This design comes from an exercise in tuning for small area, a short achievable clock period and few clock cycles per item on the open sky130 flow, not from production work.

==> flow/design.v <==
package srr_pkg;
  localparam int SRR_WINDOW_DEPTH = 16;
  localparam int SRR_MAX_PAYLOAD  = 1024;
  localparam int SEQ_W = 16;
  localparam int LEN_W = 11;
  localparam int REF_W = 32;
  typedef enum logic [1:0] {
    KIND_ACK     = 2'd0,
    KIND_DUP     = 2'd1,
    KIND_DELIVER = 2'd2
  } kind_t;
  typedef enum logic [1:0] {
    ALU_SUB = 2'd0,
    ALU_INC = 2'd1,
    ALU_DEC = 2'd2
  } alu_op_t;
  typedef enum logic [2:0] {
    ST_IDLE,
    ST_AHEAD,
    ST_BEHIND,
    ST_CLASS,
    ST_OLD,
    ST_READ,
    ST_DELIVER
  } state_t;
  typedef struct packed {
    logic             last;
    logic [LEN_W-1:0] length;
    logic [REF_W-1:0] pref;
  } slot_entry_t;
endpackage
module srr_alu (
  input  logic [15:0] seq,
  input  logic [15:0] exp_n,
  input  logic [11:0] e_hi_p1,    
  input  logic [11:0] e_hi_m1,    
  output logic        win,
  output logic        beh,
  output logic        head
);
  logic        brw;
  logic        eq0, eqp, eqm;
  assign brw     = seq[3:0] < exp_n[3:0];
  assign eq0     = (seq[15:4] == exp_n[15:4]);
  assign eqp     = (seq[15:4] == e_hi_p1);
  assign eqm     = (seq[15:4] == e_hi_m1);
  assign win     = brw ? eqp : eq0;
  assign beh     = brw ? eq0 : eqm;
  assign head    = eq0 && (seq[3:0] == exp_n[3:0]);
endmodule
module srr_slot_store (
  input  logic        clk,
  input  logic [15:0] wr_en,
  input  logic [43:0] wr_data,
  input  logic [15:0] rd_sel,
  output logic [43:0] rd_data
);
  logic [43:0] mem [16];
  always_ff @(posedge clk) begin
    for (int k = 0; k < 16; k++) begin
      if (wr_en[k]) mem[k] <= wr_data;
    end
  end
  always_comb begin
    rd_data = '0;
    for (int k = 0; k < 16; k++) begin
      rd_data = rd_data | (mem[k] & {44{rd_sel[k]}});
    end
  end
endmodule
module selective_repeat_receiver_core #(
  parameter int WINDOW_DEPTH = srr_pkg::SRR_WINDOW_DEPTH
) (
  input  logic                      clk,
  input  logic                      rst_n,
  input  logic                      in_valid,
  output logic                      in_ready,
  input  logic [15:0]               in_seq_num,
  input  logic                      in_last_flag,
  input  logic [10:0]               in_payload_length,
  input  logic [31:0]               in_payload_ref,
  output logic                      out_valid,
  input  logic                      out_ready,
  output logic [1:0]                out_kind,
  output logic [15:0]               out_ack_num,
  output logic                      out_last,
  output logic [10:0]               out_length,
  output logic [31:0]               out_ref,
  output logic                      out_end_of_run,
  output logic                      out_transfer_done
);
  logic [15:0] exp_r;
  logic [11:0] ehp1_r, ehm1_r;    
  logic [15:0] eoh_r;             
  logic        done_r;
  logic [15:0] held_r;
  logic        ov_r;
  logic [1:0]  kind_r;
  logic [15:0] num_r;
  logic        olast_r;
  logic [42:0] odata_r;
  logic        oend_r;
  logic        adv, dlv, take;
  logic [15:0] sdec, wen;
  logic [15:0] eoh1, rsel;
  logic [43:0] rd_data;
  logic        rd_last, held_nx;
  logic        win, beh, head, free, st, go;
  logic [15:0] exp_m1;
  logic [10:0] len_c;
  assign adv      = out_ready || !ov_r;
  assign dlv      = adv && ov_r && !oend_r;
  assign in_ready = !ov_r || (out_ready && oend_r);
  assign take     = in_valid && in_ready;
  assign eoh1 = {eoh_r[14:0], eoh_r[15]};
  assign rsel = (ov_r && !oend_r) ? eoh_r : 16'd0;
  always_comb begin
    for (int k = 0; k < 16; k++) sdec[k] = (in_seq_num[3:0] == k[3:0]);
  end
  assign wen = {16{take}} & sdec & ~held_r;
  srr_slot_store u_store (
    .clk     (clk),
    .wr_en   (wen),
    .wr_data ({in_last_flag, len_c, in_payload_ref}),
    .rd_sel  (rsel),
    .rd_data (rd_data)
  );
  assign rd_last = rd_data[43];
  assign held_nx = (held_r & eoh1) != 16'd0;
  srr_alu u_cls (
    .seq   (in_seq_num),
    .exp_n   (exp_r),
    .e_hi_p1 (ehp1_r),
    .e_hi_m1 (ehm1_r),
    .win   (win),
    .beh   (beh),
    .head  (head)
  );
  assign free   = !held_r[in_seq_num[3:0]];
  assign st     = !done_r && win && free;
  assign go     = !done_r && head;
  assign exp_m1 = (exp_r == 16'd0) ? 16'd0 : exp_r - 16'd1;
  assign len_c  = (in_payload_length[10] && (in_payload_length[9:0] != 10'd0))
                  ? 11'd1024 : in_payload_length;
  always_ff @(posedge clk) begin
    if (!rst_n) begin
      ov_r   <= 1'b0;
      exp_r  <= '0;
      ehp1_r <= 12'h001;
      ehm1_r <= 12'hfff;
      eoh_r  <= 16'h0001;
      done_r <= 1'b0;
      held_r <= '0;
    end else begin
      if (dlv) begin
        ov_r   <= 1'b1;
        exp_r  <= exp_r + 16'd1;
        eoh_r  <= eoh1;
        if (exp_r[3:0] == 4'hf) begin
          ehp1_r <= ehp1_r + 12'd1;
          ehm1_r <= exp_r[15:4];
        end
        done_r <= done_r || rd_last;
        held_r <= held_r & ~eoh_r;
      end else if (take) begin
        ov_r <= 1'b1;
        if (st) held_r[in_seq_num[3:0]] <= 1'b1;
      end else if (adv) begin
        ov_r <= 1'b0;
      end
    end
  end
  always_ff @(posedge clk) begin
    if (dlv) begin
      kind_r  <= srr_pkg::KIND_DELIVER;
      num_r   <= exp_r;
      olast_r <= rd_last;
      oend_r  <= rd_last || !held_nx;
    end else if (take) begin
      kind_r  <= st ? srr_pkg::KIND_ACK : srr_pkg::KIND_DUP;
      num_r   <= (done_r || win || beh) ? in_seq_num : exp_m1;
      olast_r <= in_last_flag;
      oend_r  <= !go;
    end
    if (adv) odata_r <= rd_data[42:0];
  end
  assign out_valid         = ov_r;
  assign out_kind          = kind_r;
  assign out_ack_num       = num_r;
  assign out_last          = olast_r;
  assign out_length        = odata_r[42:32];
  assign out_ref           = odata_r[31:0];
  assign out_end_of_run    = oend_r;
  assign out_transfer_done = done_r;
endmodule
clock: 5.0 ns
lec_check: 0
cap_margin: 20
core_margin: 2
core_utilization: 40
setup_slack_margin: 2.5
slew_margin: 20
standard.sh (not shown) runs the stock make flow with config.mk's settings and CLKGATE_MAP_FILE= SYNTH_SCRIPT=/design/flow/synth_recipe.tcl, a recipe that flattens the netlist after the stock synthesis.
==> flow/flow/run.sh <==
#!/bin/bash
# Layout flow: the standard flow, with small port buffers.
# 1. the standard synthesis, unchanged
# 2. the rest of the standard ORFS flow, with buffer_ports using buf_2 cells
#    instead of the delay cells it picks by default
set -euo pipefail
bash standard.sh synth > flow_synth.log 2>&1
export BUFFER_PORTS_ARGS="-buffer_cell sky130_fd_sc_hd__buf_2"
bash standard.sh > flow_layout.log 2>&1
Change:
==> flow/run.sh (new file) <==
#!/bin/bash
# synth_recipe.tcl (not shown) runs the flow's synth.tcl, then flattens the netlist and writes it again
# the make line also repeats each setting of config.mk as NAME=value (left out here)
make -C /OpenROAD-flow-scripts/flow DESIGN_CONFIG=/design/flow/config.mk WORK_HOME=/design/flow/orfs CLKGATE_MAP_FILE= SYNTH_SCRIPT=/design/flow/synth_recipe.tcl finish
removed: flow/flow/run.sh
removed: flow/standard.sh
Die area stays the same.
Worst hold slack gains 0.0053 ns.
Count of clock-buffer cells in the layout decreases by 1.
Utilization increases by 0.36 points.
Critical path depth is unchanged.
Register-to-register slack barely changes.
Routed wire length decreases slightly.
Via count decreases slightly.
Area after synthesis stays the same.
Worst setup slack gains 0.050 ns.
No run of this note included a check of the RTL's function; only the layout flow was run.

## afterwards: timing with drivers on the ports
In the flow no input, the clock included, has a driving cell. The finished layouts below were timed again as built, in two steps. Step 1 assumes that a clkbuf_16 drives the clock port and a buf_2 every other input. Step 2 adds t to the input delays and takes it off the output delays; t is the mean of the earliest and latest rising clock arrival at the registers after step 1. Input paths then give back, and output paths get back, about the clock's delay inside the block. Slacks: no drivers / after step 1 / after step 2; pairs: no drivers / after step 1.
| run | t, ns | slack for setup (ns) | clock arrival spread, ns | slew at the worst register clock pin (ns) | worst data-port slew with drivers (ns) |
|---|---|---|---|---|---|
| the first run | 0.717 | 2.423 / 2.357 / 1.737 | 0.049 / 0.048 | 0.07 / 0.07 | 0.12 |
| the second run | 0.690 | 2.473 / 2.406 / 1.837 | 0.031 / 0.030 | 0.06 / 0.06 | 0.10 |
After both steps setup and hold are still met in every run listed. The setup slack of the first run, which loses most, moves by -0.066 ns with the drivers and by -0.686 ns with both steps.
